What follows belongs to an exercise in optimizing a design on an open flow for small area, a short achievable clock period and few clock cycles per item; a production flow would make more cautious choices. Only simulation tests tie the RTL to the original design; equivalence was not proved.

==> flow/design.v, too long to show whole: its modules and the start of the top module <==
// module mul_pipe: 1055 lines
// module mul_enc: 18 lines
// module div_iter: 36 lines
// module sk_add: 29 lines
// module hilo_unit_top: 338 lines
module hilo_unit_top (
    input  logic               clk,
    input  logic               rst,
    input  logic               op_valid,
    input  hilo_pkg::hilo_op_t op,
    input  hilo_pkg::word_t    rs_value,
    input  hilo_pkg::word_t    rt_value,
    output logic               div_busy,
    output logic               rd_valid,
    output hilo_pkg::word_t    rd_data
);
  // ...
==> flow/run.sh <==
#!/bin/bash
# synth_recipe.tcl (not shown) runs the flow's synth.tcl, then flattens the netlist and writes it again
# the make line also repeats each setting of config.mk as NAME=value (left out here)
make -C /OpenROAD-flow-scripts/flow DESIGN_CONFIG=/design/flow/config.mk WORK_HOME=/design/flow/orfs CLKGATE_MAP_FILE= SYNTH_SCRIPT=/design/flow/synth_recipe.tcl finish
==> flow/config.mk <==
export PLATFORM = sky130hd
export DESIGN_NAME = hilo_unit_top
export DESIGN_NICKNAME = hilo_unit_top
export VERILOG_FILES = /design/flow/design.v
export SDC_FILE = /design/flow/constraint.sdc
export NUM_CORES = 4
export LEC_CHECK = 0
export ABC_CLOCK_PERIOD_IN_PS = 4300
export CAP_MARGIN = 20
export CORE_MARGIN = 2
export CORE_UTILIZATION = 40
export SETUP_SLACK_MARGIN = 4.6
export SLEW_MARGIN = 20
==> flow/constraint.sdc <==
create_clock -name core_clock -period 9.0 [get_ports {clk}]
set_input_delay 1.8000 -clock core_clock [delete_from_list [all_inputs] [get_ports {clk}]]
set_output_delay 1.8000 -clock core_clock [all_outputs]
set_load 0.01 [all_outputs]
==> impl_metrics.json, run 1 <==
{
  "status": "no timing/DRC/antenna violations",
  "setup_viol": 0,
  "synth-compound-area-share_pct": 22.2,
  "ff_latch_area_sq_um": 7900,
  "hold_start": "hi_q[16]",
  "synth_most_common_cell": "nand2_1",
  "start_util_pct": 40.4,
  "max_freq_mhz": 227,
  "yosys.area_share.simple_pct": 15.9,
  "layout_common_cells": "361 x nand2_1, 311 x nor2_1, 299 x ha_1",
  "grtUsageMet3_pct": 6.42,
  "yosysUniqueCellTypes": 97,
  "final_common_cell": "nand2_1",
  "hold_end": "hi_q[16]",
  "post_dp_cell_area_sq_um": 39800,
  "cts_hold_buf": 0,
  "synthAdderAreaFrac_pct": 20.9,
  "worst_ep_required_time_ps": 9490,
  "largest_reg_flops": 64,
  "fin_cells": 5829,
  "finalHoldViolCount": 0,
  "hold_ws_ps": 451,
  "ios": 104,
  "met3_length_mm": 15.1,
  "firstDrtPassIters": 7,
  "tritoncts": "done",
  "synth_seq_cells": 350,
  "r2r_cells": 22,
  "synth_top_cell_by_area": "dfxtp_1",
  "synth_top_family_by_area": "compound AO/OA/AOI/OAI gates",
  "multi_input_area_sq_um": 28000,
  "n_all_buffers": 244,
  "gp_congestion": 1.04,
  "critPathTopFamily": "compound AO/OA/AOI/OAI gates",
  "wl_met1_mm": 63.6,
  "clk_share_pct": 3.93
}
Testbench counts, summed over its fixed seeds: cycles 6,524, items 4,660.
==> inputs of run 2 (changes only) <==
--- a/flow/config.mk
+++ b/flow/config.mk
@@ -10,4 +10,5 @@
 export CORE_MARGIN = 2
 export CORE_UTILIZATION = 40
+export CTS_BUF_LIST = sky130_fd_sc_hd__clkbuf_8
 export SETUP_SLACK_MARGIN = 4.6
 export SLEW_MARGIN = 20
==> run 2 against run 1 <==
  * Sequential cell count did not move
  * Count of clock-buffer cells in the layout rose by 17
  * Final cell count rose by 0.79%
  * Via count rose by 0.50%
  * Design area rose by 0.23%
  * Largest cell class unchanged
  * Critical path depth did not move
  * Critical endpoint unchanged
  * Maximum frequency fell by 0.55%
  * Wire length rose by 0.28%
==> impl_metrics.json, run 2 <==
{
  "drv_slew": 0,
  "ys_async_sr_fraction_pct": 0,
  "period_minus_slack_ps": 4420,
  "core_region_area_sq_um": 93300,
  "grt_usage_pct": 30.6,
  "critPathKind": "reg -> reg",
  "tritoncts": "done",
  "finalWirelength_mm": 153,
  "gp_congestion": 1.04,
  "drive_gt1_share_pct": 9.72,
  "crit_fanout": 8,
  "fin_cells": 5875,
  "antenna_found_initial": 8,
  "cts_root_buf": "clkbuf_8",
  "synth_area_per_cell_sq_um": 8.28,
  "synth_top_cell_by_area": "dfxtp_1",
  "clock_path_buffers": 3,
  "htree_num_levels": 3,
  "ant_nets": 0,
  "ios": 104,
  "synth_area_leaders": "dfxtp_1 14%, fa_1 11%, ha_1 10%",
  "cap_viol_max_count": 0,
  "tightestPinTransition_ps": 1140,
  "yosysSeqAreaShare_pct": 20.9,
  "yosysUniqueCellTypes": 97,
  "place_inst": 5685,
  "tns_ps": 0,
  "insertion_delay_ps": 740,
  "numCtsBuffers": 70,
  "critPathArrivalTime_ps": 5000,
  "hp-class": "reg -> reg",
  "vias_per_cell": 6.06,
  "syn_to_final_growth_pct": 13.0,
  "cts_sinks": 350,
  "synth_nets": 5131,
  "fp.dieW_microns": 311,
  "grt-ovfl-total": 0,
  "drc_errors": 0,
  "hpwlAfterDp_mm": 112,
  "rsz0062_at_grt": "true",
  "dieArea_sq_um": 96700,
  "crit_path_end_kind": "register",
  "setup_viol": 0,
  "skew_ps": 52.4,
  "layout_common_cells": "361 x nand2_1, 311 x nor2_1, 301 x ha_1",
  "port_buffers": 103,
  "grt_max_degree": 71,
  "worst_ep_required_time_ps": 9580,
  "yosysWarnings": 9,
  "syn-cell-area_sq_um": 37700,
  "synth-main-ff-cell": "dfxtp_1",
  "die_h_microns": 311,
  "top_regs": "s_q (64), c_q (63), b_q (35)",
  "synth_common_cells": "365 x nand2_1, 315 x nor2_1, 303 x ha_1",
  "synth_cells": 4553,
  "rows": 112,
  "path_clk_slew_ps": 60,
  "fin_crit_sh_pct": 49.1,
  "max_freq_mhz": 226,
  "synth_seq_cells": 350,
  "firstDrtPassIters": 8,
  "via_count": 35580,
  "wl_per_cell_microns": 26.1,
  "start_util_pct": 40.4,
  "finalHoldViolCount": 0,
  "yosys.area.top_type_share_pct": 14.0,
  "status": "no timing/DRC/antenna violations",
  "synth_most_common_cell": "nand2_1",
  "regMostFlops": "s_q",
  "start_kind": "register",
  "grt_pass1_vias": 33534,
  "slew-limit-headroom_pct": 23.5,
  "final_common_cell": "nand2_1",
  "synth_edf_count": 87,
  "largest_reg_flops": 64,
  "drtIter0Drc": 4204,
  "cts_hold_buf": 0,
  "grt_pass1_wl_mm": 224,
  "fin_nets": 5142
}
run 2: cell type report:
type | instances | area [sq um]
fillers | 9283 | 50700
multi-input cells | 3606 | 28000
repair inverters | 2 | 10.0
well taps | 1254 | 1570
inverters | 286 | 1090
repair buffers | 248 | 2250
flip-flops and latches | 350 | 7900
clock buffers | 75 | 1030
diodes | 2 | 5.00
clock inverters | 52 | 717
run 2: kinds of logic after synthesis:
family          Yosys count  share of synthesized area, %
compound gates         1276                          22.2
buf+inv                 597                          6.02
xor+xnor                423                          9.83
fa+ha+maj               508                          20.9
mux                     157                          4.20
simple gates           1242                          15.9
flops                   350                          20.9
run 2: path summary, 6_finish.rpt:
| path | startpoint | slack [ps] | depth (start not counted) | endpoint |
|---|---|---|---|---|
| max reg2reg | wbqn_q | 4580 | 22 | rd_data_q[31] |
| min | hi_q[16] | 450 | 2 | hi_q[16] |
| min reg2reg | hi_q[16] | 450 | 2 | hi_q[16] |
| max | wbqn_q | 4580 | 22 | rd_data_q[31] |
run 2: per-stage QoR:
stage,hold slack (ps),worst slack [ps],instance area (sq um),util (%)
3_5_place_dp,445,3110,39800,42.7
4_1_cts,453,4470,42100,45.1
3_3_place_gp,439,3200,39800,42.7
5_1_grt,472,4370,42600,45.6
6_report,451,4580,42600,45.6
2_1_floorplan,433,4550,37700,-
run 2: critical path, cell delays in order (launching register included):
cell	delay, ps
edfxtp_1	370
buf_6	170
buf_16	160
xor2_2	140
ha_1	320
and4_4	230
and2_4	150
nand2_2	60
or4_4	430
o21ai_4	170
nand2_2	110
a21o_1	250
a311oi_4	240
a21o_1	180
a21oi_2	70
fa_2	370
xor2_2	160
xnor2_2	230
nand2_1	110
o21ai_2	100
nand2_1	70
o211ai_1	100
o21ai_1	80
run 2: layer usage:
layer	vias up	track usage [%]	share of wire, %
li1	16133	-	-
met1	17111	41.3	40
met2	1935	46.9	43
met3	395	6.59	11
met4	6	13.8	5.5
met5	-	0	0.025
run 2: timing repair:
action                     4_1_cts  5_1_grt
setup endpoints to repair      128       93
cloned                           4        2
pin swaps                       25       27
resized for setup               99      154
setup buffers                   28       27
==> inputs of run 3 (changes only) <==
--- a/flow/config.mk
+++ b/flow/config.mk
@@ -11,4 +11,4 @@
 export CORE_UTILIZATION = 40
 export CTS_BUF_LIST = sky130_fd_sc_hd__clkbuf_8
-export SETUP_SLACK_MARGIN = 4.6
+export SETUP_SLACK_MARGIN = 4.5
 export SLEW_MARGIN = 20
==> run 3 against run 2 <==
  * Critical path type is now in -> out
  * Final cell count about the same
  * Wire length down 0.58%
  * Highest routed layer is now met4
  * Non-clock buffer count down 5
  * Count of clock-buffer cells in the layout up 7
  * Critical path depth down 18
==> impl_metrics.json, run 3 <==
{
  "synth_cells": 4553,
  "tns_ps": 0,
  "fp.dieW_microns": 311,
  "critPathKind": "in -> out",
  "hold_start": "lo_q[29]",
  "drc_errors": 0,
  "clock_path_buffers": 3,
  "r2r_cells": 22,
  "synth_area_leaders": "dfxtp_1 14%, fa_1 11%, ha_1 10%",
  "insertion_delay_ps": 730,
  "port_buffers": 103,
  "synth_most_common_cell": "nand2_1",
  "synth_common_cells": "365 x nand2_1, 315 x nor2_1, 303 x ha_1",
  "worst_ep_required_time_ps": 7200,
  "rows": 112,
  "syn_to_final_growth_pct": 12.3,
  "synth_nets": 5131,
  "numCtsBuffers": 71,
  "vias_per_cell": 6.01,
  "slew-limit-headroom_pct": 22.4,
  "skew_ps": 64.6,
  "synth_top_cell_by_area": "dfxtp_1",
  "fin_area_sq_um": 42400,
  "timing.rr.end": "rd_data_q[31]",
  "wl_per_cell_microns": 25.9,
  "crit_slowest_cell": "clkdlybuf4s18_2",
  "finalHoldViolCount": 0,
  "drv_slew": 0,
  "fin_nets": 5139,
  "ant_nets": 0,
  "start_kind": "input pin",
  "yosysSeqAreaShare_pct": 20.9,
  "status": "no timing/DRC/antenna violations",
  "r2r_slack_ps": 4570,
  "regMostFlops": "s_q",
  "antenna_found_initial": 11,
  "yosysUniqueCellTypes": 97,
  "firstDrtPassIters": 6,
  "fin_crit_sh_pct": 51.2,
  "dieArea_sq_um": 96700,
  "r2r_start": "wbqn_q",
  "layout_common_cells": "360 x nand2_1, 313 x nor2_1, 301 x ha_1",
  "drive_gt1_share_pct": 8.75,
  "finalWirelength_mm": 152,
  "core_region_area_sq_um": 93300,
  "hp-class": "reg -> reg",
  "hold_end": "lo_q[29]",
  "period_minus_slack_ps": 4610,
  "cap_viol_max_count": 0,
  "crit_fanout": 13,
  "final_common_cell": "nand2_1",
  "synth_edf_count": 87,
  "setup_ws_ps": 4390,
  "grt_pass1_vias": 33597,
  "synth_area_per_cell_sq_um": 8.28,
  "largest_reg_flops": 64,
  "ys_async_sr_fraction_pct": 0,
  "ios": 104,
  "htree_num_levels": 3,
  "die_h_microns": 311,
  "gp_congestion": 1.01,
  "path_clk_slew_ps": 60,
  "grt_usage_pct": 30.6,
  "crit_chain": "clkdlybuf4s18_2 > nand2_4 > a22o_1 > dlymetal6s2s_1",
  "cts_sinks": 350,
  "via_count": 35344,
  "tightestPinTransition_ps": 1160,
  "grt-ovfl-total": 0,
  "start_util_pct": 40.4,
  "yosysWarnings": 9,
  "max_freq_mhz": 217,
  "drtIter0Drc": 3910,
  "tritoncts": "done",
  "crit_path_max_incr_delay_ps": 410,
  "syn-cell-area_sq_um": 37700,
  "critPathArrivalTime_ps": 2810,
  "rsz0062_at_grt": "true",
  "synth_seq_cells": 350,
  "post_dp_cell_area_sq_um": 39800,
  "hpwlAfterDp_mm": 112,
  "crit_path_end_kind": "primary output",
  "top_regs": "s_q (64), c_q (63), b_q (35)",
  "dp_slack_ps": 3010,
  "synth-main-ff-cell": "dfxtp_1",
  "cts_root_buf": "clkbuf_8",
  "grt_pass1_wl_mm": 224,
  "yosys.area.top_type_share_pct": 14.0,
  "holdPathStages": 2,
  "setup_viol": 0,
  "grt_max_degree": 61
}
[run 3: cell count changes in the layout (fill, tap and decap cells not counted), moves of 4 or more]
cell / change
bufinv_16: -11
o21ai_0: +4
o21ai_1: -4
dlygate4sd2_1: +9
inv_1: +10
clkbuf_2: -19
clkbuf_8: +5
clkdlybuf4s50_1: +16
dfxtp_1: +4
[run 3: worst max-delay path by stage]
stage	startpoint	slack, ps	to
detailed placement	rst	3010	a_q[22]
global route	wbrn_q	4330	rd_data_q[31]
CTS	op[2]	4100	div_busy
floorplan	rs_value[31]	4540	za_q[4]
global placement	rst	3090	a_q[28]
finish	op[2]	4390	div_busy
[run 3: critical path, delay by kind of cell]
kind / cells / cell delay (ps)
compound gates: 1 / 220
simple gates: 1 / 170
buf+inv: 2 / 610
[run 3: stage by stage]
| step | std cells | utilization [%] | hold WS, ps |
|---|---|---|---|
| 6_report | 5877 | 45.4 | 453 |
| 5_1_grt | 5875 | 45.4 | 475 |
| 4_1_cts | 5849 | 44.9 | 453 |
| 3_5_place_dp | 5679 | 42.6 | 444 |
| 3_3_place_gp | 5679 | 42.6 | 439 |
| 2_1_floorplan | 4553 | - | 433 |
[run 3: what timing repair did]
| action | 4_1_cts | 5_1_grt |
|---|---|---|
| setup endpoints to repair | 140 | 86 |
| hold buffers | 0 | 0 |
| setup buffers | 33 | 23 |
| resized for setup | 89 | 70 |
| gates cloned | 6 | 1 |
| pin swaps | 26 | 22 |
[run 3: kinds of logic after synthesis]
group	share of synthesized area, %
multiplexers	4.20
flip-flops	20.9
XOR/XNOR	9.83
adder cells (fa/ha/maj)	20.9
AND/OR/NAND/NOR	15.9
AO/OA/AOI/OAI	22.2
buffers and inverters	6.02
[run 3: per-layer routing]
metal | track usage [%] | share of wire [%] | up-vias
met1 | 41.2 | 42 | 17071
met2 | 46.5 | 43 | 1767
met3 | 6.86 | 9.9 | 324
li1 | - | - | 16182
met5 | 0 | 0 | -
met4 | 14.2 | 5.1 | 0
[run 3: area by class of cell]
class / count / area (sq um)
sequential: 350 / 7890
inverter: 286 / 1090
tap: 1254 / 1570
clock inverter: 49 / 383
multi-input combinational: 3607 / 28000
fill: 9269 / 51000
timing repair inverter: 2 / 10.0
clock buffer: 82 / 1130
timing repair buffer: 243 / 2300
antenna: 4 / 10.0
==> inputs of run 4 (changes only) <==
--- a/flow/config.mk
+++ b/flow/config.mk
@@ -10,5 +10,4 @@
 export CORE_MARGIN = 2
 export CORE_UTILIZATION = 40
-export CTS_BUF_LIST = sky130_fd_sc_hd__clkbuf_8
-export SETUP_SLACK_MARGIN = 4.5
+export SETUP_SLACK_MARGIN = 4.7
 export SLEW_MARGIN = 20
==> run 4 against run 3 <==
  * First-iteration DRC count up 7.6%
  * Synthesized cell count unchanged
  * Largest cell class unchanged
  * Wire length up 3.2%
  * Still clean on timing, DRC and antenna
  * Final cell count up 0.19%
==> impl_metrics.json, run 4 <==
{
  "cts_root_buf": "clkbuf_16",
  "yosys.area.top_type_share_pct": 14.0,
  "synth_common_cells": "365 x nand2_1, 315 x nor2_1, 303 x ha_1",
  "hp-class": "reg -> reg",
  "tns_ps": 0,
  "syn_to_final_growth_pct": 15.4,
  "grt_usage_pct": 31.1,
  "holdPathStages": 2,
  "ff_latch_area_sq_um": 7910,
  "setup_viol": 0,
  "dp_slack_ps": 3080,
  "tightestPinTransition_ps": 1200,
  "fillers": 9142,
  "critPathArrivalTime_ps": 4930,
  "top_regs": "s_q (64), c_q (63), b_q (35)",
  "setup_ws_ps": 4540,
  "hpwlAfterDp_mm": 113,
  "synth_most_common_cell": "nand2_1",
  "vias_per_cell": 6.12,
  "hold_end": "hi_q[16]",
  "cap_viol_max_count": 0,
  "finalWirelength_mm": 157,
  "multi_input_area_sq_um": 28300,
  "fin_nets": 5172,
  "syn-cell-area_sq_um": 37700,
  "clock_path_buffers": 3,
  "synth_cells": 4553,
  "via_count": 36007,
  "path_clk_slew_ps": 60,
  "antenna_found_initial": 4,
  "grt-ovfl-total": 0,
  "status": "no timing/DRC/antenna violations",
  "slew-limit-headroom_pct": 19.7,
  "r2r_slack_ps": 4540,
  "synth_area_leaders": "dfxtp_1 14%, fa_1 11%, ha_1 10%",
  "yosysUniqueCellTypes": 97,
  "fin_crit_sh_pct": 49.5,
  "r2r_cells": 23,
  "synth_edf_count": 87,
  "yosysSeqAreaShare_pct": 20.9,
  "grt_pass1_vias": 34141,
  "cts_sinks": 350,
  "timing.rr.end": "rd_data_q[31]",
  "crit_path_end_kind": "register",
  "grt_pass1_wl_mm": 227,
  "synth_top_cell_by_area": "dfxtp_1",
  "worst_ep_required_time_ps": 9480,
  "tritoncts": "done",
  "largest_reg_flops": 64,
  "period_minus_slack_ps": 4460,
  "hold_start": "hi_q[16]",
  "crit_fanout": 8,
  "start_kind": "register",
  "rows": 112,
  "die_h_microns": 311,
  "skew_ps": 30.1,
  "fin_area_sq_um": 43500,
  "htree_num_levels": 2,
  "synth-main-ff-cell": "dfxtp_1",
  "core_region_area_sq_um": 93300,
  "finalHoldViolCount": 0,
  "drv_slew": 0,
  "synth_area_per_cell_sq_um": 8.28,
  "cts_hold_buf": 0,
  "numCtsBuffers": 46,
  "max_freq_mhz": 224,
  "yosysWarnings": 9,
  "insertion_delay_ps": 620,
  "r2r_start": "wbqn_q",
  "dieArea_sq_um": 96700,
  "drtIter0Drc": 4208,
  "fp.dieW_microns": 311,
  "firstDrtPassIters": 6,
  "layout_common_cells": "360 x nand2_1, 311 x nor2_1, 299 x ha_1",
  "regMostFlops": "s_q",
  "ios": 104,
  "start_util_pct": 40.4,
  "post_dp_cell_area_sq_um": 39800,
  "synth_nets": 5131,
  "port_buffers": 103,
  "synth_seq_cells": 350,
  "critPathKind": "reg -> reg",
  "wl_per_cell_microns": 26.7,
  "final_common_cell": "nand2_1",
  "drive_gt1_share_pct": 10.5,
  "grt_max_degree": 56,
  "rsz0062_at_grt": "true",
  "ant_nets": 0,
  "ys_async_sr_fraction_pct": 0,
  "gp_congestion": 1.02,
  "drc_errors": 0
}
## run 4: cell counts after synthesis
No cell type changed its count.
## run 4: kinds of logic after synthesis
logic type	synth area share [%]
mux	4.20
simple gates	15.9
flops	20.9
xor+xnor	9.83
fa+ha+maj	20.9
buf+inv	6.02
compound gates	22.2
## run 4: area by class of cell
type	instances	share of cell area, %
Multi-Input combinational cell	3607	65.0
Tap cell	1254	3.61
Sequential cell	350	18.2
Clock buffer	58	2.89
Timing Repair Buffer	301	6.89
Clock inverter	28	0.909
Antenna cell	2	0.0115
Timing Repair inverter	2	0.0230
Inverter	286	2.53
## run 4: per-layer routing
layer | wire, microns | vias up | global-route usage, %
met5 | 13 | - | 0
met4 | 8990 | 2 | 14.8
met3 | 16600 | 413 | 6.74
met2 | 67900 | 1934 | 47.6
met1 | 63700 | 17439 | 41.5
li1 | - | 16219 | -
## run 4: worst max path at each step
stage                 start            end  slack [ps]  depth (start not counted)
6_report             wbqn_q  rd_data_q[31]        4540                         23
3_5_place_dp   rt_value[31]        b_q[18]        3080                         13
5_1_grt              wbqn_q  rd_data_q[31]        4370                         22
4_1_cts               op[1]       div_busy        4490                          4
3_3_place_gp   rt_value[30]        b_q[18]        3170                         11
2_1_floorplan        wbqn_q  rd_data_q[31]        4670                         22
## run 4: what timing repair did
item,4_1_cts,5_1_grt
resized for setup,175,137
setup endpoints to repair,260,109
pin swaps,21,32
cloned,7,6
buffers inserted,61,46
## run 4: metrics by stage
stage	hold WS (ps)	cells	util [%]
floorplan	433	4553	-
global placement	439	5680	42.6
detailed placement	446	5680	42.6
CTS	454	5834	45.6
global route	466	5886	46.6
finish	455	5888	46.6
## run 4: critical path, stage by stage (launching register included)
cell      delay [ps]
edfxtp_1         390
buf_6            160
buf_12           140
buf_4            150
xor2_2           160
ha_1             330
and4_1           220
and3_4           210
a211o_1          180
a31oi_4           60
o21ai_4          220
nand2_2          110
a21o_1           250
a311oi_4         240
a21o_1           170
a21oi_2           70
fa_2             350
xor2_2           160
xnor2_2          230
nand2_1          100
o21ai_2           90
nand2_1           80
o211ai_1         130
o21ai_1           90
==> inputs of run 5 (changes only) <==
--- a/flow/config.mk
+++ b/flow/config.mk
@@ -10,4 +10,5 @@
 export CORE_MARGIN = 2
 export CORE_UTILIZATION = 40
-export SETUP_SLACK_MARGIN = 4.7
+export GPL_TIMING_DRIVEN = 0
+export SETUP_SLACK_MARGIN = 4.6
 export SLEW_MARGIN = 20
==> run 5 against run 4 <==
  * Via count rose by 2.6%
  * Highest routed layer unchanged
  * Synthesized area did not move
  * Synthesized cell count stayed put
  * Register-to-register slack got worse by 340 ps
  * Hold slack about the same
  * Die area stayed put
  * Utilization increased by 0.11 points
  * Critical path depth down 1
==> impl_metrics.json, run 5 <==
{
  "status": "no timing/DRC/antenna violations",
  "worst_ep_required_time_ps": 9490,
  "syn_to_final_growth_pct": 15.6,
  "final_core_util_pct": 46.7,
  "fp.dieW_microns": 311,
  "gp_congestion": 1.07,
  "drv_slew": 0,
  "synth_cells": 4553,
  "port_buffers": 67,
  "die_h_microns": 311,
  "grt_max_degree": 33,
  "cts_root_buf": "clkbuf_16",
  "yosys.area_share.simple_pct": 15.9,
  "synth_seq_cells": 350,
  "yosysSeqAreaShare_pct": 20.9,
  "final_common_cell": "nand2_1",
  "hp-class": "reg -> reg",
  "top_regs": "s_q (64), c_q (63), b_q (35)",
  "synth_area_leaders": "dfxtp_1 14%, fa_1 11%, ha_1 10%",
  "finalHoldViolCount": 0,
  "cts_hold_buf": 0,
  "tightestPinTransition_ps": 1110,
  "grt-ovfl-total": 0,
  "synth_top_family_by_area": "compound AO/OA/AOI/OAI gates",
  "grt_usage_pct": 33.3,
  "via_count": 36941,
  "antenna_found_initial": 5,
  "rsz0062_at_grt": "true",
  "grt_pass1_wl_mm": 239,
  "grt_use_met1_pct": 41.5,
  "vias_per_cell": 6.09,
  "drive_gt1_share_pct": 10.2,
  "firstDrtPassIters": 8,
  "synth_edf_count": 87,
  "critPathKind": "reg -> reg",
  "finalWirelength_mm": 167,
  "cap_viol_max_count": 0,
  "synth_area_per_cell_sq_um": 8.28,
  "synth_common_cells": "365 x nand2_1, 315 x nor2_1, 303 x ha_1",
  "crit_path_end_kind": "register",
  "drc_errors": 0,
  "synth-compound-area-share_pct": 22.2,
  "drtIter0Drc": 4288,
  "grt_most_used_layer": "met2",
  "dp_slack_ps": 2620,
  "yosysUniqueCellTypes": 97,
  "fin_crit_sh_pct": 53.3,
  "fin_nets": 5352,
  "dieArea_sq_um": 96700,
  "grt_pass1_vias": 35160,
  "tritoncts": "done",
  "period_minus_slack_ps": 4800,
  "synth_top_cell_by_area": "dfxtp_1",
  "syn-cell-area_sq_um": 37700,
  "ys_async_sr_fraction_pct": 0,
  "synth-main-ff-cell": "dfxtp_1",
  "start_kind": "register",
  "clock_path_buffers": 3,
  "synthAdderAreaFrac_pct": 20.9,
  "largest_reg_flops": 64,
  "synth_xor_xnor_area_share_pct": 9.83,
  "path_clk_slew_ps": 60,
  "yosys.area.top_type_share_pct": 14.0,
  "synth_nets": 5131,
  "crit_fanout": 7,
  "synth_most_common_cell": "nand2_1",
  "hold_ws_ps": 454,
  "max_freq_mhz": 208,
  "slew-limit-headroom_pct": 25.5,
  "insertion_delay_ps": 630,
  "setup_ws_ps": 4200,
  "tns_ps": 0,
  "htree_num_levels": 2,
  "layout_common_cells": "361 x nand2_1, 309 x nor2_1, 301 x ha_1",
  "grtUsageMet3_pct": 6.44,
  "rows": 112,
  "ios": 104,
  "muxShareOfSynthArea_pct": 4.20,
  "ant_nets": 0,
  "hpwlAfterDp_mm": 132,
  "use_met2_pct": 51.8,
  "start_util_pct": 40.4,
  "critPathArrivalTime_ps": 5280,
  "yosysWarnings": 9,
  "core_region_area_sq_um": 93300,
  "wl_per_cell_microns": 27.5,
  "numCtsBuffers": 48,
  "regMostFlops": "s_q",
  "setup_viol": 0,
  "skew_ps": 24.4,
  "cts_sinks": 350
}
## run 5: changes by cell type in the layout (fill, tap and decap cells not counted), moves of 12 or more
cell / change
clkbuf_2: +55
clkbuf_1: +167
dlymetal6s2s_1: -15
buf_2: +27
buf_4: -60
dlygate4sd2_1: -15
clkbuf_4: +18
buf_1: +12
## run 5: area by class of cell
type | count | area (sq um)
flip-flops and latches | 350 | 7890
plain buffers | 311 | 1540
well taps | 1254 | 1570
repair buffers | 171 | 1640
diodes | 2 | 5.00
clock buffers | 59 | 1350
inverters | 286 | 1080
fillers | 9288 | 49700
multi-input cells | 3606 | 28200
clock inverters | 30 | 355
## run 5: logic make-up (layout without fill, tap and decap cells)
group           Yosys count  in the layout
compound gates         1276           1276
simple gates           1242           1242
buf+inv                 597            857
fa+ha+maj               508            508
xor+xnor                423            423
flops                   350            350
mux                     157            157
other cells               0              2
## run 5: metal layers
layer  wire length (microns)  share of wire (%)
met3                   15500                9.3
met2                   72300                 43
met1                   65200                 39
met5                      13             0.0078
met4                   13900                8.3
## run 5: path summary, 6_finish.rpt
check / to / slack [ps] / startpoint / cells past startpoint
worst max register to register: rd_data_q[31] / 4200 / wbqn_q / 22
worst min register to register: lo_q[22] / 450 / lo_q[22] / 2
worst max-delay path: rd_data_q[31] / 4200 / wbqn_q / 22
worst min-delay path: lo_q[22] / 450 / lo_q[22] / 2
## run 5: metrics by stage
step	cell area [sq um]	std cells
floorplan	37700	4553
global placement	39900	5874
detailed placement	40000	5876
CTS	42400	6006
global route	43600	6067
finish	43600	6069
## run 5: worst max-delay path: stages, from the launching register on
cell and delay [ps]:
edfxtp_1 500, buf_6 200, buf_12 140, xor2_2 140
ha_1 330, and4_1 220, and2_4 150, nand2_2 50
or4_4 430, o21ai_4 260, nand2_4 100, a21o_4 230
a311oi_4 210, a21o_1 170, a21oi_2 70, fa_2 380
xor2_2 170, xnor2_2 300, nand2_1 120, o21ai_2 120
nand2_1 80, o211ai_1 150, o21ai_1 120
## run 5: repair_timing
| item | CTS | global route |
|---|---|---|
| gates cloned | 0 | 1 |
| pin swaps | 24 | 55 |
| setup endpoints to repair | 285 | 143 |
| resized for setup | 175 | 229 |
| buffers inserted | 41 | 60 |
==> inputs of run 6 (changes only) <==
--- a/flow/config.mk
+++ b/flow/config.mk
@@ -10,4 +10,5 @@
 export CORE_MARGIN = 2
 export CORE_UTILIZATION = 40
+export CTS_BUF_LIST = sky130_fd_sc_hd__clkbuf_8
 export GPL_TIMING_DRIVEN = 0
 export SETUP_SLACK_MARGIN = 4.6
==> run 6 against run 5 <==
  * Highest routed layer unchanged
  * Sequential share of layout area up 0.095 points
  * Via count up 0.29%
  * Synthesized area unchanged
  * Synthesized cell count unchanged
  * Register-to-register slack worse by 80 ps
  * Still clean on timing, DRC and antenna
==> impl_metrics.json, run 6 <==
{
  "status": "no timing/DRC/antenna violations",
  "regMostFlops": "s_q",
  "critPathKind": "reg -> reg",
  "synth_xor_xnor_area_share_pct": 9.83,
  "drc_errors": 0,
  "die_h_microns": 311,
  "multi_input_area_sq_um": 28100,
  "tns_ps": 0,
  "ios": 104,
  "critPathArrivalTime_ps": 5410,
  "grtUsageMet3_pct": 7.20,
  "grt_most_used_layer": "met2",
  "via_count": 37047,
  "fin_nets": 5373,
  "clock_path_buffers": 3,
  "insertion_delay_ps": 720,
  "synth_cells": 4553,
  "synth_area_per_cell_sq_um": 8.28,
  "drive_gt1_share_pct": 10.4,
  "yosys.area_share.simple_pct": 15.9,
  "yosysSeqAreaShare_pct": 20.9,
  "synth_most_common_cell": "nand2_1",
  "drtIter0Drc": 4436,
  "vias_per_cell": 6.06,
  "crit_fanout": 7,
  "numCtsBuffers": 70,
  "ant_nets": 0,
  "grt-ovfl-total": 0,
  "tritoncts": "done",
  "fin_area_sq_um": 43400,
  "cts_sinks": 350,
  "yosysUniqueCellTypes": 97,
  "yosysWarnings": 9,
  "ff_latch_area_sq_um": 7890,
  "dieArea_sq_um": 96700,
  "htree_num_levels": 3,
  "post_dp_cell_area_sq_um": 40000,
  "core_region_area_sq_um": 93300,
  "largest_reg_flops": 64,
  "period_minus_slack_ps": 4880,
  "synth-compound-area-share_pct": 22.2,
  "rsz0062_at_grt": "true",
  "top_regs": "s_q (64), c_q (63), b_q (35)",
  "worst_ep_required_time_ps": 9530,
  "fp.dieW_microns": 311,
  "rows": 112,
  "tightestPinTransition_ps": 1150,
  "skew_ps": 45.6,
  "hold_ws_ps": 455,
  "syn_to_final_growth_pct": 15.0,
  "final_common_cell": "nand2_1",
  "grt_max_degree": 33,
  "port_buffers": 67,
  "grt_use_met1_pct": 41.1,
  "synthAdderAreaFrac_pct": 20.9,
  "synth_edf_count": 87,
  "fillers": 9332,
  "synth_nets": 5131,
  "start_kind": "register",
  "hpwlAfterDp_mm": 132,
  "drv_slew": 0,
  "finalHoldViolCount": 0,
  "grt_pass1_vias": 35342,
  "fin_crit_sh_pct": 54.2,
  "syn-cell-area_sq_um": 37700,
  "max_freq_mhz": 205,
  "hp-class": "reg -> reg",
  "layout_common_cells": "360 x nand2_1, 309 x nor2_1, 301 x ha_1",
  "slew-limit-headroom_pct": 23.2,
  "grt_pass1_wl_mm": 239,
  "synth_seq_cells": 350,
  "wl_per_cell_microns": 27.3,
  "gp_congestion": 1.07,
  "synth_area_leaders": "dfxtp_1 14%, fa_1 11%, ha_1 10%",
  "yosys.area.top_type_share_pct": 14.0,
  "grt_usage_pct": 33.4,
  "finalWirelength_mm": 167,
  "synth_top_cell_by_area": "dfxtp_1",
  "use_met2_pct": 52.0,
  "path_clk_slew_ps": 60,
  "cts_hold_buf": 0,
  "antenna_found_initial": 7,
  "synth_common_cells": "365 x nand2_1, 315 x nor2_1, 303 x ha_1",
  "muxShareOfSynthArea_pct": 4.20,
  "synth_top_family_by_area": "compound AO/OA/AOI/OAI gates",
  "cts_root_buf": "clkbuf_8",
  "setup_viol": 0,
  "ys_async_sr_fraction_pct": 0,
  "firstDrtPassIters": 9,
  "crit_path_end_kind": "register",
  "cap_viol_max_count": 0,
  "start_util_pct": 40.4,
  "synth-main-ff-cell": "dfxtp_1"
}
## run 6: cell counts after synthesis
Identical to the previous run, type by type.
## run 6: path summary, 6_finish.rpt
path,from,end,slack [ps],depth (start not counted)
worst max-delay path,wbqn_q,rd_data_q[31],4120,22
worst min-delay path,lo_q[22],lo_q[22],460,2
worst max register to register,wbqn_q,rd_data_q[31],4120,22
worst min register to register,lo_q[22],lo_q[22],460,2
## run 6: worst max-delay path: stages (launching register included)
cell	delay, ps
edfxtp_1	500
buf_6	200
buf_12	150
xor2_2	140
ha_1	330
and4_1	230
and2_4	150
nand2_2	50
or4_4	430
o21ai_4	260
nand2_4	100
a21o_4	230
a311oi_4	220
a21o_1	170
a21oi_2	70
fa_2	380
xor2_2	170
xnor2_2	310
nand2_1	120
o21ai_2	130
nand2_1	80
o211ai_1	150
o21ai_1	140
## run 6: metal layers
layer	wire length (microns)	part of all wire [%]	up-vias
li1	-	-	16637
met1	65100	39	17790
met2	72200	43	2096
met3	15500	9.3	520
met4	14000	8.4	4
met5	29	0.017	-
## run 6: per-stage QoR
stage                     std cells  utilization (%)  setup WS, ps
after floorplan                4553                -          4550
after global placement         5874             42.8          2000
after detailed placement       5876             42.8          2620
after CTS                      6040             45.3          4100
after global routing           6110             46.5          3980
final                          6110             46.5          4120
## run 6: area by class of cell
cell class	count	area share, %
flip-flops and latches	350	18.2
clock inverters	44	0.918
clock buffers	85	2.70
diodes	4	0.0231
plain buffers	311	3.43
multi-input cells	3606	64.9
inverters	286	2.48
well taps	1254	3.62
repair buffers	170	3.74
## run 6: repair_timing
action                                  4_1_cts  5_1_grt
endpoints found under the setup margin      282      147
buffers inserted                             35       65
pin swaps                                    24       52
resized for setup                           175      183
gates cloned                                  0        1
## run 6: cells by family (layout without fill, tap and decap cells)
| group | Yosys count | after routing |
|---|---|---|
| compound gates | 1276 | 1276 |
| fa+ha+maj | 508 | 508 |
| xor+xnor | 423 | 423 |
| other cells | 0 | 4 |
| buf+inv | 597 | 896 |
| simple gates | 1242 | 1242 |
| flops | 350 | 350 |
| mux | 157 | 157 |
==> module hilo_unit_top, before the edit <==
module hilo_unit_top (
    input  logic               clk,
    input  logic               rst,
    input  logic               op_valid,
    input  hilo_pkg::hilo_op_t op,
    input  hilo_pkg::word_t    rs_value,
    input  hilo_pkg::word_t    rt_value,
    output logic               div_busy,
    output logic               rd_valid,
    output hilo_pkg::word_t    rd_data
);
    logic [31:0] hi_q;
    logic [31:0] lo_q;
    logic [32:0] a_q;            
    logic [34:0] b_q;            
    logic [11:0] dig_q;          
    logic [1:0]  j_q;            
    logic        cin_q;          
    logic        aneg_q;         
    logic        qneg_q;
    logic        rneg_q;
    logic [63:0] s_q;
    logic [63:0] c_q;
    logic        busy_q;         
    logic        mul_q;          
    logic        first_q;        
    logic        setup_q;        
    logic        step_q;         
    logic [4:0]  cnt_q;          
    logic        wb_q;           
    logic        wbdiv_q;        
    logic        wbqn_q;         
    logic        wbrn_q;         
    logic        wbhi_q;         
    logic        wblo_q;         
    logic        wbsw_q;         
    logic        mvhi_q;         
    logic        mvlo_q;         
    logic acc;
    logic acc_mul;
    logic acc_div;
    logic acc_rd;
    logic op_sgn;
    assign acc      = op_valid && !div_busy && !rst;
    assign acc_mul  = acc && ((op[2:1] == 2'b00) || (op[2:1] == 2'b10));   
    assign acc_div  = acc && (op[2:1] == 2'b01);
    assign acc_rd   = acc && (op[2:1] == 2'b11);
    assign op_sgn   = !op[0];        
    logic [1:0]  f_rs;           
    logic [1:0]  f_rt;
    logic [1:0]  t_rs;
    logic [1:0]  t_rt;
    logic        swap;
    logic [31:0] mcand_in;
    logic [31:0] mplier_in;
    logic [1:0]  t_in;
    logic [10:0] top_in;
    assign f_rs[0] = op_sgn ? ((&rs_value[31:10]) || !(|rs_value[31:10])) : !(|rs_value[31:11]);
    assign f_rs[1] = op_sgn ? ((&rs_value[31:21]) || !(|rs_value[31:21])) : !(|rs_value[31:22]);
    assign f_rt[0] = op_sgn ? ((&rt_value[31:10]) || !(|rt_value[31:10])) : !(|rt_value[31:11]);
    assign f_rt[1] = op_sgn ? ((&rt_value[31:21]) || !(|rt_value[31:21])) : !(|rt_value[31:22]);
    assign t_rs    = f_rs[0] ? 2'd0 : f_rs[1] ? 2'd1 : 2'd2;
    assign t_rt    = f_rt[0] ? 2'd0 : f_rt[1] ? 2'd1 : 2'd2;
    assign swap      = !op[2] && |(f_rs & ~f_rt);
    assign mcand_in  = swap ? rt_value : rs_value;
    assign mplier_in = swap ? rs_value : rt_value;
    assign t_in      = swap ? t_rs : t_rt;
    logic [10:0] top_rs;
    logic [10:0] top_rt;
    always_comb begin
        case (t_rs)
            2'd0:    top_rs = rs_value[10:0];
            2'd1:    top_rs = rs_value[21:11];
            default: top_rs = {op_sgn && rs_value[31], rs_value[31:22]};
        endcase
        case (t_rt)
            2'd0:    top_rt = rt_value[10:0];
            2'd1:    top_rt = rt_value[21:11];
            default: top_rt = {op_sgn && rt_value[31], rt_value[31:22]};
        endcase
    end
    assign top_in = swap ? top_rs : top_rt;
    logic [1:0]  j_nx;
    logic [10:0] dig_nx;
    logic [11:0] dig_d;
    logic [17:0] sel;
    logic [63:0] s_mul;
    logic [63:0] c_mul;
    assign j_nx = j_q - 2'd1;
    always_comb begin
        case (j_nx)
            2'd0:    dig_nx = b_q[10:0];
            default: dig_nx = b_q[21:11];
        endcase
    end
    assign dig_d = !acc_mul ? {1'b0, dig_nx}
                 : op[2]    ? 12'd1                      
                 :            {op_sgn && top_in[10], top_in};
    mul_enc u_enc (
        .d   (dig_q),
        .sel (sel)
    );
    mul_pipe u_mul (
        .a     (a_q),
        .sel   (sel),
        .s_in  (first_q ? 64'd0 : s_q),
        .c_in  (first_q ? 64'd0 : c_q),
        .s_out (s_mul),
        .c_out (c_mul)
    );
    logic        aneg_in;
    logic        bneg_in;
    logic [5:0]  za;
    logic [5:0]  zb;
    logic [6:0]  skip;
    logic [3:0]  skip4;
    logic [31:0] abs_a;
    logic [63:0] norm;
    logic [34:0] d3;             
    logic [4:0]  steps0;         
    assign aneg_in = op_sgn && rs_value[31];
    assign bneg_in = op_sgn && rt_value[31];
    logic [5:0] za_q;
    logic [5:0] nzb_q;           
    div_iter u_clz_a (.x(aneg_in ? ~rs_value : rs_value), .n(za));
    div_iter u_clz_b (.x(bneg_in ? ~rt_value : rt_value), .n(zb));
    assign skip   = {1'b0, za_q} + {2'd0, nzb_q[4:0]};
    assign skip4  = nzb_q[5] ? 4'd0 : (skip >= 7'd32) ? 4'd8 : skip[5:2];
    assign abs_a  = aneg_q ? -b_q[31:0] : b_q[31:0];
    assign norm   = {32'd0, abs_a} << {skip4, 2'b00};
    assign d3     = {a_q[32], a_q[32], a_q} + {a_q[32], a_q, 1'b0} + {33'd0, cin_q, cin_q};
    assign steps0 = 5'd16 - {skip4, 1'b0};
    logic [35:0] sh2;
    logic [35:0] t1;
    logic [35:0] t2;
    logic [35:0] t3;
    logic [1:0]  qd;
    logic [31:0] rem_nx;
    assign sh2 = {2'b00, s_q[63:32], s_q[31:30]};
    sk_add #(.W(36)) u_t1 (.a(sh2), .b({{3{a_q[32]}}, a_q}),        .cin(cin_q), .s(t1));
    sk_add #(.W(36)) u_t2 (.a(sh2), .b({{2{a_q[32]}}, a_q, cin_q}), .cin(cin_q), .s(t2));
    sk_add #(.W(36)) u_t3 (.a(sh2), .b({b_q[34], b_q[34:0]}),      .cin(1'b0),  .s(t3));
    always_comb begin
        if (!t3[35]) begin
            qd     = 2'd3;
            rem_nx = t3[31:0];
        end else if (!t2[35]) begin
            qd     = 2'd2;
            rem_nx = t2[31:0];
        end else if (!t1[35]) begin
            qd     = 2'd1;
            rem_nx = t1[31:0];
        end else begin
            qd     = 2'd0;
            rem_nx = sh2[31:0];
        end
    end
    logic [64:0] wb_x;
    logic [64:0] wb_y;
    logic [64:0] wb_sum;
    logic [31:0] wb_hi;
    logic [31:0] wb_lo;
    assign wb_x   = {s_q[63:32] ^ {32{wbrn_q}}, !wbdiv_q || wbrn_q, s_q[31:0] ^ {32{wbqn_q}}};
    assign wb_y   = {c_q[63:32], wbrn_q, c_q[31:0]};
    sk_add #(.W(65)) u_wb (.a(wb_x), .b(wb_y), .cin(wbqn_q), .s(wb_sum));
    assign wb_hi  = wb_sum[64:33];
    assign wb_lo  = wb_sum[31:0];
    logic eng_act;
    logic eng_act_q;             
    assign eng_act = eng_act_q;
    always_ff @(posedge clk) begin
        if (rst) begin
            busy_q  <= 1'b0;
            mul_q   <= 1'b0;
            first_q <= 1'b0;
            setup_q <= 1'b0;
            step_q  <= 1'b0;
            wb_q    <= 1'b0;
            eng_act_q <= 1'b0;
        end else begin
            eng_act_q <= acc_mul || acc_div
                      || (mul_q && (j_q != 2'd0))
                      || (setup_q && (steps0 != 5'd0))
                      || (step_q && (cnt_q != 5'd1));
            first_q <= 1'b0;
            setup_q <= 1'b0;
            wb_q    <= 1'b0;
            if (mul_q) begin
                mul_q  <= (j_q != 2'd0);
                busy_q <= (j_q > 2'd1);
                if (j_q == 2'd0) begin
                    wb_q    <= 1'b1;
                end
            end
            if (setup_q) begin
                step_q <= (steps0 != 5'd0);
                busy_q <= (steps0 > 5'd1);
                if (steps0 == 5'd0) begin
                    wb_q    <= 1'b1;
                end
            end
            if (step_q) begin
                step_q <= (cnt_q != 5'd1);
                busy_q <= (cnt_q > 5'd2);
                if (cnt_q == 5'd1) begin
                    wb_q    <= 1'b1;
                end
            end
            if (acc_mul) begin
                mul_q   <= 1'b1;
                first_q <= 1'b1;
                busy_q  <= !op[2] && (t_in != 2'd0);
            end
            if (acc_div) begin
                setup_q <= 1'b1;
                busy_q  <= 1'b1;
            end
        end
    end
    always_ff @(posedge clk) begin
        if (eng_act_q) begin
            wbdiv_q <= !mul_q;
            wbqn_q  <= !mul_q && qneg_q;
            wbrn_q  <= !mul_q && rneg_q;
            wbhi_q  <= !(mul_q && mvlo_q);
            wblo_q  <= !(mul_q && mvhi_q);
            wbsw_q  <= mul_q && mvhi_q;
        end
    end
    always_ff @(posedge clk) begin
        if (acc_mul) begin
            mvhi_q <= (op == hilo_pkg::op_mthi);
            mvlo_q <= (op == hilo_pkg::op_mtlo);
        end
        if (acc_mul) begin
            a_q   <= {op_sgn && mcand_in[31], mcand_in};
            b_q   <= {3'd0, mplier_in};
        end else if (acc_div) begin
            a_q     <= bneg_in ? {1'b1, rt_value} : ~{1'b0, rt_value};
            cin_q   <= !bneg_in;
            b_q     <= {3'd0, rs_value};
            aneg_q  <= aneg_in;
            qneg_q  <= op_sgn && (rs_value[31] ^ rt_value[31]);
            rneg_q  <= aneg_in;
        end else if (setup_q) begin
            b_q   <= d3;
        end
        j_q   <= !acc_mul ? j_nx : op[2] ? 2'd0 : t_in;
        dig_q <= dig_d;
        za_q  <= za - {5'd0, aneg_in};           
        nzb_q <= {zb[5], ~zb[4:0]};              
        if (setup_q) begin
            s_q <= norm;
        end else if (step_q) begin
            s_q <= {rem_nx, s_q[29:0], qd};
        end else begin
            s_q <= s_mul;
        end
        c_q <= mul_q ? c_mul : 64'd0;
        if (setup_q) begin
            cnt_q <= steps0;
        end else if (step_q) begin
            cnt_q <= cnt_q - 5'd1;
        end
    end
    logic [31:0] hi_new;
    logic [31:0] lo_new;
    assign hi_new = !wbhi_q ? hi_q : wbsw_q ? wb_lo : wb_hi;
    assign lo_new = !wblo_q ? lo_q : wb_lo;
    always_ff @(posedge clk) begin
        if (rst) begin
            hi_q <= '0;
            lo_q <= '0;
        end else if (wb_q) begin
            hi_q <= hi_new;
            lo_q <= lo_new;
        end
    end
    logic        rd_valid_q;
    logic [31:0] rd_data_q;
    logic [2:0]  rq_v;           
    logic [2:0]  rq_hi;          
    logic [2:0]  rq_w;           
    logic        head_rdy;       
    logic        head_fwd;       
    logic        head_go;
    logic        blk_rd;
    logic        blk_md;
    logic [2:0]  v1;
    logic [2:0]  hi1;
    logic [2:0]  w1;
    logic [2:0]  ins;            
    assign head_rdy = rq_v[0] && !rq_w[0];
    assign head_fwd = rq_v[0] && rq_w[0] && wb_q;
    assign head_go  = head_rdy || head_fwd;
    assign blk_rd = rq_v[2] && !head_go;
    assign blk_md = busy_q || (rq_v[2] && !head_go);
    always_comb begin
        if (head_go) begin
            v1  = {1'b0, rq_v[2:1]};
            hi1 = {1'b0, rq_hi[2:1]};
            w1  = {1'b0, rq_w[2:1]};
        end else begin
            v1  = rq_v;
            hi1 = rq_hi;
            w1  = rq_w;
        end
        if (wb_q) begin
            w1 = 3'b000;
        end
        ins = v1[0] ? (v1[1] ? 3'b100 : 3'b010) : 3'b001;
    end
    always_ff @(posedge clk) begin
        if (rst) begin
            rq_v       <= 3'b000;
            rd_valid_q <= 1'b0;
        end else begin
            rd_valid_q <= head_go;
            if (acc_rd) begin
                rq_v  <= v1 | ins;
                rq_hi <= (hi1 & ~ins) | (ins & {3{op == hilo_pkg::op_mfhi}});
                rq_w  <= (w1 & ~ins) | (ins & {3{eng_act}});
            end else begin
                rq_v  <= v1;
                rq_hi <= hi1;
                rq_w  <= w1;
            end
        end
        if (head_fwd) begin
            rd_data_q <= rq_hi[0] ? hi_new : lo_new;
        end else begin
            rd_data_q <= rq_hi[0] ? hi_q : lo_q;
        end
    end
    assign rd_valid = rd_valid_q;
    assign rd_data  = rd_data_q;
    assign div_busy = (op[2:1] == 2'b11) ? blk_rd : blk_md;
endmodule
==> inputs of run 7 (changes only) <==
--- a/flow/design.v
+++ b/flow/design.v
@@ -1402,4 +1402,6 @@
             a_q   <= {op_sgn && mcand_in[31], mcand_in};
             b_q   <= {3'd0, mplier_in};
+            j_q   <= op[2] ? 2'd0 : t_in;
+            dig_q <= dig_d;
         end else if (acc_div) begin
             a_q     <= bneg_in ? {1'b1, rt_value} : ~{1'b0, rt_value};
@@ -1409,11 +1411,12 @@
             qneg_q  <= op_sgn && (rs_value[31] ^ rt_value[31]);
             rneg_q  <= aneg_in;
+            za_q    <= za - {5'd0, aneg_in};     
+            nzb_q   <= {zb[5], ~zb[4:0]};    
+        end else if (mul_q) begin
+            j_q   <= j_nx;
+            dig_q <= dig_d;
         end else if (setup_q) begin
             b_q   <= d3;
         end
-        j_q   <= !acc_mul ? j_nx : op[2] ? 2'd0 : t_in;
-        dig_q <= dig_d;
-        za_q  <= za - {5'd0, aneg_in};           
-        nzb_q <= {zb[5], ~zb[4:0]};              
         if (setup_q) begin
             s_q <= norm;
@@ -1493,12 +1496,12 @@
             end
         end
-        if (head_fwd) begin
-            rd_data_q <= rq_hi[0] ? hi_new : lo_new;
-        end else begin
+        if (head_rdy) begin
             rd_data_q <= rq_hi[0] ? hi_q : lo_q;
+        end else if (head_fwd) begin
+            rd_data_q <= rq_hi[0] ? hi_new : lo_new;
         end
     end
     assign rd_valid = rd_valid_q;
     assign rd_data  = rd_data_q;
-    assign div_busy = (op[2:1] == 2'b11) ? blk_rd : blk_md;
+    assign div_busy = blk_rd || (busy_q && !(op[2] && op[1]));
 endmodule
--- a/flow/config.mk
+++ b/flow/config.mk
@@ -10,6 +10,4 @@
 export CORE_MARGIN = 2
 export CORE_UTILIZATION = 40
-export CTS_BUF_LIST = sky130_fd_sc_hd__clkbuf_8
-export GPL_TIMING_DRIVEN = 0
-export SETUP_SLACK_MARGIN = 4.6
+export SETUP_SLACK_MARGIN = 4.5
 export SLEW_MARGIN = 20
==> run 7 against run 6 <==
  * Global-route usage fell by 2.7 points
  * Synthesized cell count down 1.1%
  * Clock skew fell by 24 ps
  * Sequential share of layout area increased by 1.0 points
  * Hold slack got worse by 5.4 ps
  * Via count shrank 3.5%
  * Critical path type unchanged
==> impl_metrics.json, run 7 <==
{
  "final_common_cell": "nand2_1",
  "synth-main-ff-cell": "dfxtp_1",
  "fin_nets": 5141,
  "dieArea_sq_um": 97100,
  "fp.dieW_microns": 312,
  "top_regs": "s_q (64), c_q (63), b_q (35)",
  "drc_errors": 0,
  "synth_common_cells": "396 x nand2_1, 303 x ha_1, 296 x xor2_1",
  "grt_max_degree": 75,
  "ant_nets": 0,
  "critPathArrivalTime_ps": 4910,
  "numCtsBuffers": 46,
  "core_region_area_sq_um": 93600,
  "synth_nets": 5083,
  "worst_ep_required_time_ps": 9350,
  "via_count": 35740,
  "start_kind": "register",
  "syn_to_final_growth_pct": 16.5,
  "cts_sinks": 350,
  "max_freq_mhz": 219,
  "rsz0062_at_grt": "true",
  "yosysUniqueCellTypes": 86,
  "fin_crit_sh_pct": 50.7,
  "synth_area_per_cell_sq_um": 8.40,
  "period_minus_slack_ps": 4560,
  "status": "no timing/DRC/antenna violations",
  "insertion_delay_ps": 620,
  "port_buffers": 103,
  "crit_fanout": 6,
  "tns_ps": 0,
  "largest_reg_flops": 64,
  "synth_edf_count": 145,
  "cts_root_buf": "clkbuf_16",
  "grt_pass1_vias": 33737,
  "ys_async_sr_fraction_pct": 0,
  "cap_viol_max_count": 0,
  "antennaDiodeCount": 0,
  "vias_per_cell": 6.10,
  "syn-cell-area_sq_um": 37900,
  "hold_ws_ps": 450,
  "critPathKind": "reg -> reg",
  "regMostFlops": "s_q",
  "tightestPinTransition_ps": 1050,
  "wl_per_cell_microns": 26.8,
  "layout_common_cells": "389 x nand2_1, 295 x ha_1, 291 x xor2_1",
  "skew_ps": 21.1,
  "drv_slew": 0,
  "drtIter0Drc": 4415,
  "yosysSeqAreaShare_pct": 22.3,
  "synth_area_leaders": "edfxtp_1 12%, dfxtp_1 11%, fa_1 11%",
  "grt_usage_pct": 30.6,
  "clock_path_buffers": 3,
  "finalHoldViolCount": 0,
  "ios": 104,
  "yosysWarnings": 9,
  "finalWirelength_mm": 157,
  "start_util_pct": 40.4,
  "synth_top_cell_by_area": "edfxtp_1",
  "synth_cells": 4505,
  "die_h_microns": 312,
  "gp_congestion": 0.998,
  "tritoncts": "done",
  "crit_path_end_kind": "register",
  "firstDrtPassIters": 10,
  "antenna_found_initial": 4,
  "cts_hold_buf": 0,
  "slew-limit-headroom_pct": 29.1,
  "grt-ovfl-total": 0,
  "rows": 112,
  "drive_gt1_share_pct": 10.4,
  "yosys.area.top_type_share_pct": 11.5,
  "path_clk_slew_ps": 60,
  "hpwlAfterDp_mm": 109,
  "grt_pass1_wl_mm": 225,
  "synth_seq_cells": 350,
  "hp-class": "reg -> reg",
  "htree_num_levels": 2,
  "setup_viol": 0,
  "synth_most_common_cell": "nand2_1"
}
[run 7: logic make-up after synthesis]
logic type	share of synthesized area, %
XOR/XNOR	9.88
adder cells (fa/ha/maj)	20.9
AND/OR/NAND/NOR	15.1
AO/OA/AOI/OAI	21.8
buffers and inverters	6.07
flip-flops	22.3
multiplexers	4.00
[run 7: critical path, cell delays in order (launching register included)]
cell and delay [ps]:
dfxtp_1 640, xor2_1 140, ha_1 370, nand2_1 120, nor3_2 250, nand4_1 280
nor4b_4 400, o21ai_4 120, a211oi_4 320, o21ai_2 120, a31oi_4 140, a21o_1 140
a21oi_2 50, fa_2 350, xor2_2 170, xnor2_2 240, nand2_1 110, o21ai_2 70
nand2_1 70, o211ai_1 100, o21ai_1 80
[run 7: final timing paths]
check	from	endpoint	slack [ps]	cells after the start
worst max register to register	s_q[32]	rd_data_q[31]	4440	20
worst min register to register	lo_q[29]	lo_q[29]	450	2
worst max-delay path	s_q[32]	rd_data_q[31]	4440	20
worst min-delay path	lo_q[29]	lo_q[29]	450	2
[run 7: cell type report]
cell class	instances	area (sq um)
Clock buffer	58	1270
Clock inverter	28	322
Fill cell	9156	49500
Inverter	296	1140
Multi-Input combinational cell	3549	28000
Sequential cell	350	8470
Tap cell	1254	1570
Timing Repair Buffer	318	3290
Timing Repair inverter	2	13.8
[run 7: what timing repair did]
item / 4_1_cts / 5_1_grt
gates resized for setup: 143 / 129
setup endpoints to repair: 246 / 134
setup buffers: 48 / 62
gates cloned: 8 / 11
pin swaps: 40 / 57
[run 7: per-stage QoR]
stage / setup slack [ps] / instances / utilization (%) / cell area, sq um
floorplan: 4500 / 4505 / - / 38000
global placement: 2810 / 5638 / 42.8 / 40100
detailed placement: 2710 / 5639 / 42.9 / 40100
CTS: 4470 / 5781 / 45.7 / 42800
global route: 4230 / 5855 / 47.1 / 44100
finish: 4440 / 5855 / 47.1 / 44100
[run 7: per-layer routing]
metal / up-vias / global-route usage (%) / routed length (microns)
li1: 16068 / - / -
met1: 17309 / 41.2 / 63400
met2: 1974 / 46.8 / 68200
met3: 385 / 6.75 / 17000
met4: 4 / 14.0 / 8450
met5: - / 0 / 26
Testbench counts of run 7, summed over its fixed seeds: cycles 6,524, items 4,660.

port drivers added, routing unchanged:
Ports are ideal in the flow. The routed layouts listed here were re-timed in OpenROAD. Step 1: set_driving_cell puts a clkbuf_16 on clk and a buf_2 on each other input, an assumption about the parent block. Step 2 moves the port delays by t, midway between the first and last clock arrival at a register: inputs arrive t later, outputs are due t later. That takes back most of the time a late clock gives input paths. Slacks: no drivers / after step 1 / after step 2; pairs: no drivers / after step 1.
run	t, ns	slack for setup (ns)	hold WS [ns]	worst slew at a driven data input, ns
run 1	0.687	4.603 / 4.568 / 4.119	0.451 / 0.451 / 0.451	0.08
run 2	0.778	4.579 / 4.559 / 4.023	0.451 / 0.451 / 0.451	0.08
run 3	0.760	4.392 / 4.342 / 3.877	0.453 / 0.453 / 0.453	0.07
run 4	0.684	4.544 / 4.544 / 4.149	0.455 / 0.455 / 0.455	0.08
run 5	0.697	4.202 / 4.202 / 4.044	0.454 / 0.454 / 0.454	0.06
run 6	0.760	4.120 / 4.120 / 3.909	0.455 / 0.455 / 0.455	0.05
run 7	0.683	4.437 / 4.437 / 3.947	0.450 / 0.450 / 0.450	0.07
After both steps setup and hold are still met in every run listed. The setup slack of run 2, which loses most, moves by -0.020 ns with the drivers and by -0.556 ns with both steps.
